This is an optimization exercise on Yosys and OpenROAD, whose aim is small area and a short achievable clock period, not a production implementation. Power and IR drop assume default switching activity.

==> v9 <==
==> flow/design.v <==
package mcdt_dist_pkg;
  localparam int DIST_DW    = 32;
  localparam int DIST_DEPTH = 16;
  localparam int NUM_CH     = 3;
  typedef logic [1:0] ch_id_t;
  localparam ch_id_t ID_BAD = 2'b11;
  function automatic int ptr_width(input int depth);
    ptr_width = $clog2(depth);
  endfunction
  localparam int DIST_PTR_W = ptr_width(DIST_DEPTH);
  localparam int DIST_CNT_W = DIST_PTR_W + 1;
endpackage
module dist_fifo
#(
  parameter  int DW    = mcdt_dist_pkg::DIST_DW,
  parameter  int DEPTH = mcdt_dist_pkg::DIST_DEPTH,
  localparam int PTR_W = mcdt_dist_pkg::ptr_width(DEPTH),
  localparam int CNT_W = PTR_W + 1,
  localparam int BDEP  = DEPTH - 1
) (
  input  logic             clk_i,
  input  logic             rstn_i,
  input  logic             push_i,
  input  logic [DW-1:0]    wdata_i,
  input  logic             pop_i,
  output logic [DW-1:0]    rdata_o,
  output logic             valid_o,
  output logic [CNT_W-1:0] margin_o,
  output logic             full_o
);
  logic [DW-1:0]    head_q;
  logic [DW-1:0]    mem [BDEP];
  logic [BDEP-1:0]  rd_sel;     
  logic [DW-1:0]    rd_word;
  logic [PTR_W-1:0] mlo_q;      
  logic             valid_q;    
  logic             empty_q;    
  logic             more_q;     
  logic             two_q;      
  logic             full_q;     
  logic             nfull1_q;   
  logic do_pop, acc, head_en, buf_push, buf_pop, ld_beat;
  logic [PTR_W-1:0] mlo_inc, mlo_dec;
  always_comb begin
    logic all1, all0;
    all1 = 1'b1;
    all0 = 1'b1;
    for (int i = 0; i < PTR_W; i++) begin
      mlo_inc[i] = mlo_q[i] ^ all1;
      mlo_dec[i] = mlo_q[i] ^ all0;
      all1 = all1 & mlo_q[i];
      all0 = all0 & !mlo_q[i];
    end
  end
  assign do_pop   = pop_i && !empty_q;
  assign acc      = push_i && (!full_q || pop_i);
  assign head_en  = empty_q || pop_i;
  assign buf_push = acc && !empty_q && (!pop_i || more_q);
  assign buf_pop  = do_pop && more_q;
  always_comb begin
    rd_word = '0;
    for (int e = 0; e < BDEP; e++)
      rd_word = rd_word | ({DW{rd_sel[e]}} & mem[e]);
  end
  assign ld_beat = push_i && !more_q;
  always_ff @(posedge clk_i or negedge rstn_i) begin
    if (!rstn_i) begin
      head_q <= '0;
    end else if (head_en) begin
      head_q <= rd_word | (wdata_i & {DW{ld_beat}});
    end
  end
  always_ff @(posedge clk_i or negedge rstn_i) begin
    if (!rstn_i) begin
      rd_sel   <= '0;
      mlo_q    <= '0;
      valid_q  <= 1'b0;
      empty_q  <= 1'b1;
      more_q   <= 1'b0;
      two_q    <= 1'b0;
      full_q   <= 1'b0;
      nfull1_q <= 1'b0;
    end else begin
      case ({buf_push, buf_pop})
        2'b10:   rd_sel <= {rd_sel[BDEP-2:0], !more_q};
        2'b01:   rd_sel <= {1'b0, rd_sel[BDEP-1:1]};
        default: ;
      endcase
      case ({acc, do_pop})
        2'b10: begin
          mlo_q    <= mlo_dec;
          valid_q  <= 1'b1;
          empty_q  <= 1'b0;
          more_q   <= !empty_q;
          two_q    <= !empty_q && !more_q;
          full_q   <= nfull1_q;
          nfull1_q <= (mlo_q == PTR_W'(2));
        end
        2'b01: begin
          mlo_q    <= mlo_inc;
          valid_q  <= more_q;
          empty_q  <= !more_q;
          more_q   <= more_q && !two_q;
          two_q    <= (mlo_q == PTR_W'(DEPTH - 3));
          full_q   <= 1'b0;
          nfull1_q <= full_q;
        end
        default: ;
      endcase
    end
  end
  always_ff @(posedge clk_i) begin
    if (buf_push) begin
      mem[0] <= wdata_i;
      for (int e = 1; e < BDEP; e++) mem[e] <= mem[e-1];
    end
  end
  assign rdata_o  = head_q;
  assign valid_o  = valid_q;
  assign margin_o = {!valid_q, mlo_q};
  assign full_o   = full_q;
endmodule
module mcdt_dist
#(
  parameter  int DW    = mcdt_dist_pkg::DIST_DW,
  parameter  int DEPTH = mcdt_dist_pkg::DIST_DEPTH,
  localparam int CNT_W = mcdt_dist_pkg::ptr_width(DEPTH) + 1
) (
  input  logic             clk_i,
  input  logic             rstn_i,
  input  logic [DW-1:0]    mcdt_data_i,
  input  logic             mcdt_val_i,
  input  logic [1:0]       mcdt_id_i,
  output logic [DW-1:0]    ch0_data_o,
  output logic             ch0_valid_o,
  input  logic             ch0_ready_i,
  output logic [CNT_W-1:0] ch0_margin_o,
  output logic [DW-1:0]    ch1_data_o,
  output logic             ch1_valid_o,
  input  logic             ch1_ready_i,
  output logic [CNT_W-1:0] ch1_margin_o,
  output logic [DW-1:0]    ch2_data_o,
  output logic             ch2_valid_o,
  input  logic             ch2_ready_i,
  output logic [CNT_W-1:0] ch2_margin_o,
  output logic [2:0]       ovf_o,
  output logic             bad_id_o,
  input  logic             err_clr_i
);
  logic [mcdt_dist_pkg::NUM_CH-1:0] ready;
  logic [mcdt_dist_pkg::NUM_CH-1:0] valid;
  logic [mcdt_dist_pkg::NUM_CH-1:0] full;
  logic [mcdt_dist_pkg::NUM_CH-1:0] push_sel;
  logic [mcdt_dist_pkg::NUM_CH-1:0] ovf_set;
  logic [DW-1:0]     data   [mcdt_dist_pkg::NUM_CH];
  logic [CNT_W-1:0]  margin [mcdt_dist_pkg::NUM_CH];
  logic              bad_set;
  assign ready = {ch2_ready_i, ch1_ready_i, ch0_ready_i};
  for (genvar n = 0; n < mcdt_dist_pkg::NUM_CH; n++) begin : g_ch
    assign push_sel[n] = mcdt_val_i && (mcdt_id_i == 2'(n));
    assign ovf_set[n]  = push_sel[n] && full[n] && !ready[n];
    dist_fifo #(
      .DW    (DW),
      .DEPTH (DEPTH)
    ) u_fifo (
      .clk_i    (clk_i),
      .rstn_i   (rstn_i),
      .push_i   (push_sel[n]),
      .wdata_i  (mcdt_data_i),
      .pop_i    (ready[n]),
      .rdata_o  (data[n]),
      .valid_o  (valid[n]),
      .margin_o (margin[n]),
      .full_o   (full[n])
    );
  end
  assign bad_set = mcdt_val_i && (mcdt_id_i == mcdt_dist_pkg::ID_BAD);
  always_ff @(posedge clk_i or negedge rstn_i) begin
    if (!rstn_i) begin
      ovf_o    <= '0;
      bad_id_o <= 1'b0;
    end else if (err_clr_i) begin
      ovf_o    <= ovf_set;
      bad_id_o <= bad_set;
    end else begin
      ovf_o    <= ovf_o | ovf_set;
      bad_id_o <= bad_id_o | bad_set;
    end
  end
  assign ch0_data_o   = data[0];
  assign ch0_valid_o  = valid[0];
  assign ch0_margin_o = margin[0];
  assign ch1_data_o   = data[1];
  assign ch1_valid_o  = valid[1];
  assign ch1_margin_o = margin[1];
  assign ch2_data_o   = data[2];
  assign ch2_valid_o  = valid[2];
  assign ch2_margin_o = margin[2];
endmodule
==> flow/flow/run.sh <==
#!/bin/bash
# Standard ORFS layout, with two changes to how it is made:
#  - port buffers are buf_4 cells instead of the default pick (a delay cell);
#  - the resizer may change a cell's footprint when it sizes it.
# The make output goes to flow_make.log in the work folder.
set -euo pipefail
bash standard.sh MATCH_CELL_FOOTPRINT=0 \
  "BUFFER_PORTS_ARGS=-buffer_cell sky130_fd_sc_hd__buf_4" \
  finish > flow_make.log 2>&1
==> flow/standard.sh <==
#!/bin/bash
# synth_recipe.tcl (not shown) runs the flow's synth.tcl, then flattens the netlist and writes it again
# the make line also repeats each setting of config.mk as NAME=value (left out here)
make -C /OpenROAD-flow-scripts/flow DESIGN_CONFIG=/design/flow/config.mk WORK_HOME=/design/flow/orfs CLKGATE_MAP_FILE= SYNTH_SCRIPT=/design/flow/synth_recipe.tcl "${@:-finish}"
==> flow/config.mk <==
export PLATFORM = sky130hd
export DESIGN_NAME = mcdt_dist
export DESIGN_NICKNAME = mcdt_dist
export VERILOG_FILES = /design/flow/design.v
export SDC_FILE = /design/flow/constraint.sdc
export NUM_CORES = 4
export LEC_CHECK = 0
export CAP_MARGIN = 20
export CORE_MARGIN = 2
export CORE_UTILIZATION = 65
export SETUP_SLACK_MARGIN = 1.9
export SLEW_MARGIN = 20
==> flow/constraint.sdc <==
create_clock -name core_clock -period 4.2 [get_ports {clk_i}]
set_input_delay 0.8400 -clock core_clock [delete_from_list [all_inputs] [get_ports {clk_i}]]
set_output_delay 0.8400 -clock core_clock [all_outputs]
set_load 0.01 [all_outputs]
==> v11 (differences from v9) <==
--- a/flow/design.v
+++ b/flow/design.v
@@ -33,28 +33,27 @@
   logic [BDEP-1:0]  rd_sel;     
   logic [DW-1:0]    rd_word;
-  logic [PTR_W-1:0] mlo_q;      
+  logic [CNT_W-1:0] margin_q;
   logic             valid_q;    
-  logic             empty_q;    
   logic             more_q;     
   logic             two_q;      
   logic             full_q;     
   logic             nfull1_q;   
-  logic do_pop, acc, head_en, buf_push, buf_pop, ld_beat;
-  logic [PTR_W-1:0] mlo_inc, mlo_dec;
+  logic do_pop, acc, head_en, buf_push, buf_pop;
+  logic [CNT_W-1:0] margin_inc, margin_dec;
   always_comb begin
     logic all1, all0;
     all1 = 1'b1;
     all0 = 1'b1;
-    for (int i = 0; i < PTR_W; i++) begin
-      mlo_inc[i] = mlo_q[i] ^ all1;
-      mlo_dec[i] = mlo_q[i] ^ all0;
-      all1 = all1 & mlo_q[i];
-      all0 = all0 & !mlo_q[i];
+    for (int i = 0; i < CNT_W; i++) begin
+      margin_inc[i] = margin_q[i] ^ all1;
+      margin_dec[i] = margin_q[i] ^ all0;
+      all1 = all1 & margin_q[i];
+      all0 = all0 & !margin_q[i];
     end
   end
-  assign do_pop   = pop_i && !empty_q;
+  assign do_pop   = pop_i && valid_q;
   assign acc      = push_i && (!full_q || pop_i);
-  assign head_en  = empty_q || pop_i;
-  assign buf_push = acc && !empty_q && (!pop_i || more_q);
+  assign head_en  = !valid_q || pop_i;
+  assign buf_push = acc && valid_q && (!pop_i || more_q);
   assign buf_pop  = do_pop && more_q;
   always_comb begin
@@ -63,10 +62,10 @@
       rd_word = rd_word | ({DW{rd_sel[e]}} & mem[e]);
   end
-  assign ld_beat = push_i && !more_q;
   always_ff @(posedge clk_i or negedge rstn_i) begin
     if (!rstn_i) begin
       head_q <= '0;
     end else if (head_en) begin
-      head_q <= rd_word | (wdata_i & {DW{ld_beat}});
+      if (more_q) head_q <= rd_word;
+      else        head_q <= push_i ? wdata_i : '0;
     end
   end
@@ -74,7 +73,6 @@
     if (!rstn_i) begin
       rd_sel   <= '0;
-      mlo_q    <= '0;
+      margin_q <= CNT_W'(DEPTH);
       valid_q  <= 1'b0;
-      empty_q  <= 1'b1;
       more_q   <= 1'b0;
       two_q    <= 1'b0;
@@ -89,18 +87,16 @@
       case ({acc, do_pop})
         2'b10: begin
-          mlo_q    <= mlo_dec;
+          margin_q <= margin_dec;
           valid_q  <= 1'b1;
-          empty_q  <= 1'b0;
-          more_q   <= !empty_q;
-          two_q    <= !empty_q && !more_q;
+          more_q   <= valid_q;
+          two_q    <= valid_q && !more_q;
           full_q   <= nfull1_q;
-          nfull1_q <= (mlo_q == PTR_W'(2));
+          nfull1_q <= (margin_q == CNT_W'(2));
         end
         2'b01: begin
-          mlo_q    <= mlo_inc;
+          margin_q <= margin_inc;
           valid_q  <= more_q;
-          empty_q  <= !more_q;
           more_q   <= more_q && !two_q;
-          two_q    <= (mlo_q == PTR_W'(DEPTH - 3));
+          two_q    <= (margin_q == CNT_W'(DEPTH - 3));
           full_q   <= 1'b0;
           nfull1_q <= full_q;
@@ -118,5 +114,5 @@
   assign rdata_o  = head_q;
   assign valid_o  = valid_q;
-  assign margin_o = {!valid_q, mlo_q};
+  assign margin_o = margin_q;
   assign full_o   = full_q;
 endmodule
@@ -159,5 +155,5 @@
   for (genvar n = 0; n < mcdt_dist_pkg::NUM_CH; n++) begin : g_ch
     assign push_sel[n] = mcdt_val_i && (mcdt_id_i == 2'(n));
-    assign ovf_set[n]  = push_sel[n] && full[n] && !ready[n];
+    assign ovf_set[n]  = push_sel[n] && full[n] && !(valid[n] && ready[n]);
     dist_fifo #(
       .DW    (DW),
- ABC_CLOCK_PERIOD_IN_PS: default -> 2000
- SETUP_SLACK_MARGIN: 1.9 -> 2.5
==> v31 (differences from v9) <==
--- a/flow/design.v
+++ b/flow/design.v
@@ -33,28 +33,15 @@
   logic [BDEP-1:0]  rd_sel;     
   logic [DW-1:0]    rd_word;
-  logic [PTR_W-1:0] mlo_q;      
+  logic [CNT_W-1:0] margin_q;
   logic             valid_q;    
-  logic             empty_q;    
   logic             more_q;     
   logic             two_q;      
   logic             full_q;     
   logic             nfull1_q;   
-  logic do_pop, acc, head_en, buf_push, buf_pop, ld_beat;
-  logic [PTR_W-1:0] mlo_inc, mlo_dec;
-  always_comb begin
-    logic all1, all0;
-    all1 = 1'b1;
-    all0 = 1'b1;
-    for (int i = 0; i < PTR_W; i++) begin
-      mlo_inc[i] = mlo_q[i] ^ all1;
-      mlo_dec[i] = mlo_q[i] ^ all0;
-      all1 = all1 & mlo_q[i];
-      all0 = all0 & !mlo_q[i];
-    end
-  end
-  assign do_pop   = pop_i && !empty_q;
+  logic do_pop, acc, head_en, buf_push, buf_pop;
+  assign do_pop   = pop_i && valid_q;
   assign acc      = push_i && (!full_q || pop_i);
-  assign head_en  = empty_q || pop_i;
-  assign buf_push = acc && !empty_q && (!pop_i || more_q);
+  assign head_en  = !valid_q || pop_i;
+  assign buf_push = acc && valid_q && (!pop_i || more_q);
   assign buf_pop  = do_pop && more_q;
   always_comb begin
@@ -63,10 +50,10 @@
       rd_word = rd_word | ({DW{rd_sel[e]}} & mem[e]);
   end
-  assign ld_beat = push_i && !more_q;
   always_ff @(posedge clk_i or negedge rstn_i) begin
     if (!rstn_i) begin
       head_q <= '0;
     end else if (head_en) begin
-      head_q <= rd_word | (wdata_i & {DW{ld_beat}});
+      if (more_q) head_q <= rd_word;
+      else        head_q <= push_i ? wdata_i : '0;
     end
   end
@@ -74,7 +61,6 @@
     if (!rstn_i) begin
       rd_sel   <= '0;
-      mlo_q    <= '0;
+      margin_q <= CNT_W'(DEPTH);
       valid_q  <= 1'b0;
-      empty_q  <= 1'b1;
       more_q   <= 1'b0;
       two_q    <= 1'b0;
@@ -89,18 +75,16 @@
       case ({acc, do_pop})
         2'b10: begin
-          mlo_q    <= mlo_dec;
+          margin_q <= margin_q - CNT_W'(1);
           valid_q  <= 1'b1;
-          empty_q  <= 1'b0;
-          more_q   <= !empty_q;
-          two_q    <= !empty_q && !more_q;
+          more_q   <= valid_q;
+          two_q    <= valid_q && !more_q;
           full_q   <= nfull1_q;
-          nfull1_q <= (mlo_q == PTR_W'(2));
+          nfull1_q <= (margin_q == CNT_W'(2));
         end
         2'b01: begin
-          mlo_q    <= mlo_inc;
+          margin_q <= margin_q + CNT_W'(1);
           valid_q  <= more_q;
-          empty_q  <= !more_q;
           more_q   <= more_q && !two_q;
-          two_q    <= (mlo_q == PTR_W'(DEPTH - 3));
+          two_q    <= (margin_q == CNT_W'(DEPTH - 3));
           full_q   <= 1'b0;
           nfull1_q <= full_q;
@@ -118,5 +102,5 @@
   assign rdata_o  = head_q;
   assign valid_o  = valid_q;
-  assign margin_o = {!valid_q, mlo_q};
+  assign margin_o = margin_q;
   assign full_o   = full_q;
 endmodule
@@ -159,5 +143,5 @@
   for (genvar n = 0; n < mcdt_dist_pkg::NUM_CH; n++) begin : g_ch
     assign push_sel[n] = mcdt_val_i && (mcdt_id_i == 2'(n));
-    assign ovf_set[n]  = push_sel[n] && full[n] && !ready[n];
+    assign ovf_set[n]  = push_sel[n] && full[n] && !(valid[n] && ready[n]);
     dist_fifo #(
       .DW    (DW),
- ABC_CLOCK_PERIOD_IN_PS: default -> 2500
- CORE_UTILIZATION: 65 -> 40
- SETUP_SLACK_MARGIN: 1.9 -> 1.5
==> run notes <==
                                                                                v11                        v9                    v31
Switching power                                                           0.01692 W                 0.01398 W              0.01442 W
Slowest stage cell on the critical path                    sky130_fd_sc_hd__dfstp_2   sky130_fd_sc_hd__or3b_4  sky130_fd_sc_hd__fa_1
Met1 routed wirelength after detailed routing                              64.52 mm                  58.27 mm               68.41 mm
Final worst-path cycle share                                                 53.55%                    55.61%                 59.82%
Startpoint of the worst register-to-register path            g_ch[2].u_fifo.valid_q  g_ch[0].u_fifo.rd_sel[3]  g_ch[1].u_fifo.full_q
DRC marker count from the first detailed-route iteration                       6009                      4556                   4676
Relative contribution of the clock network to total power                     28.3%                     30.5%                  31.1%
Final Cell Area                                                           77690 µm²                 66870 µm²              68900 µm²
Standard-cell row count                                                         110                       110                    142
Outcome                                            no timing/DRC/antenna violations  no timing/DRC/antenna violations  no timing/DRC/antenna violations
Gp weighted congestion                                                       0.8517                    0.8429                 0.8094
Detail Route met2 WL                                                       88.39 mm                  71.02 mm               73.74 mm
Flop+latch power                                                           0.0209 W                  0.0214 W               0.0217 W
Function was not checked in any run of this note: the RTL went through the layout flow alone.

separate check: timing with driven ports:
How much do the figures lean on ideal ports? The routed layouts below were timed once more, with nothing changed but the port constraints. Step 1 assumes that a clkbuf_16 drives the clock port and a buf_2 every other input. Step 2 adds t to the input delays and takes it off the output delays; t is the mean of the earliest and latest rising clock arrival at the registers after step 1. Input paths then give back, and output paths get back, about the clock's delay inside the block. Three values: no drivers, after step 1, after step 2; two values: the first two.
run | shift t [ns] | setup WS [ns] | hold slack, ns | latest minus earliest clock arrival (ns) | pins driven straight from the clock port
v9 | 0.819 | 1.864 / 1.872 / 1.084 | 0.082 / 0.065 / 0.440 | 0.028 / 0.029 | 1
v11 | 0.836 | 1.951 / 1.876 / 1.298 | 0.103 / 0.064 / 0.443 | 0.030 / 0.030 | 1
v31 | 0.840 | 1.688 / 1.688 / 0.948 | 0.003 / -0.021 / 0.428 | 0.050 / 0.050 | 1
After both steps every run listed still meets setup and hold. For v9, which loses most, drivers alone change the setup slack by +0.008 ns; drivers and shift together by -0.780 ns.
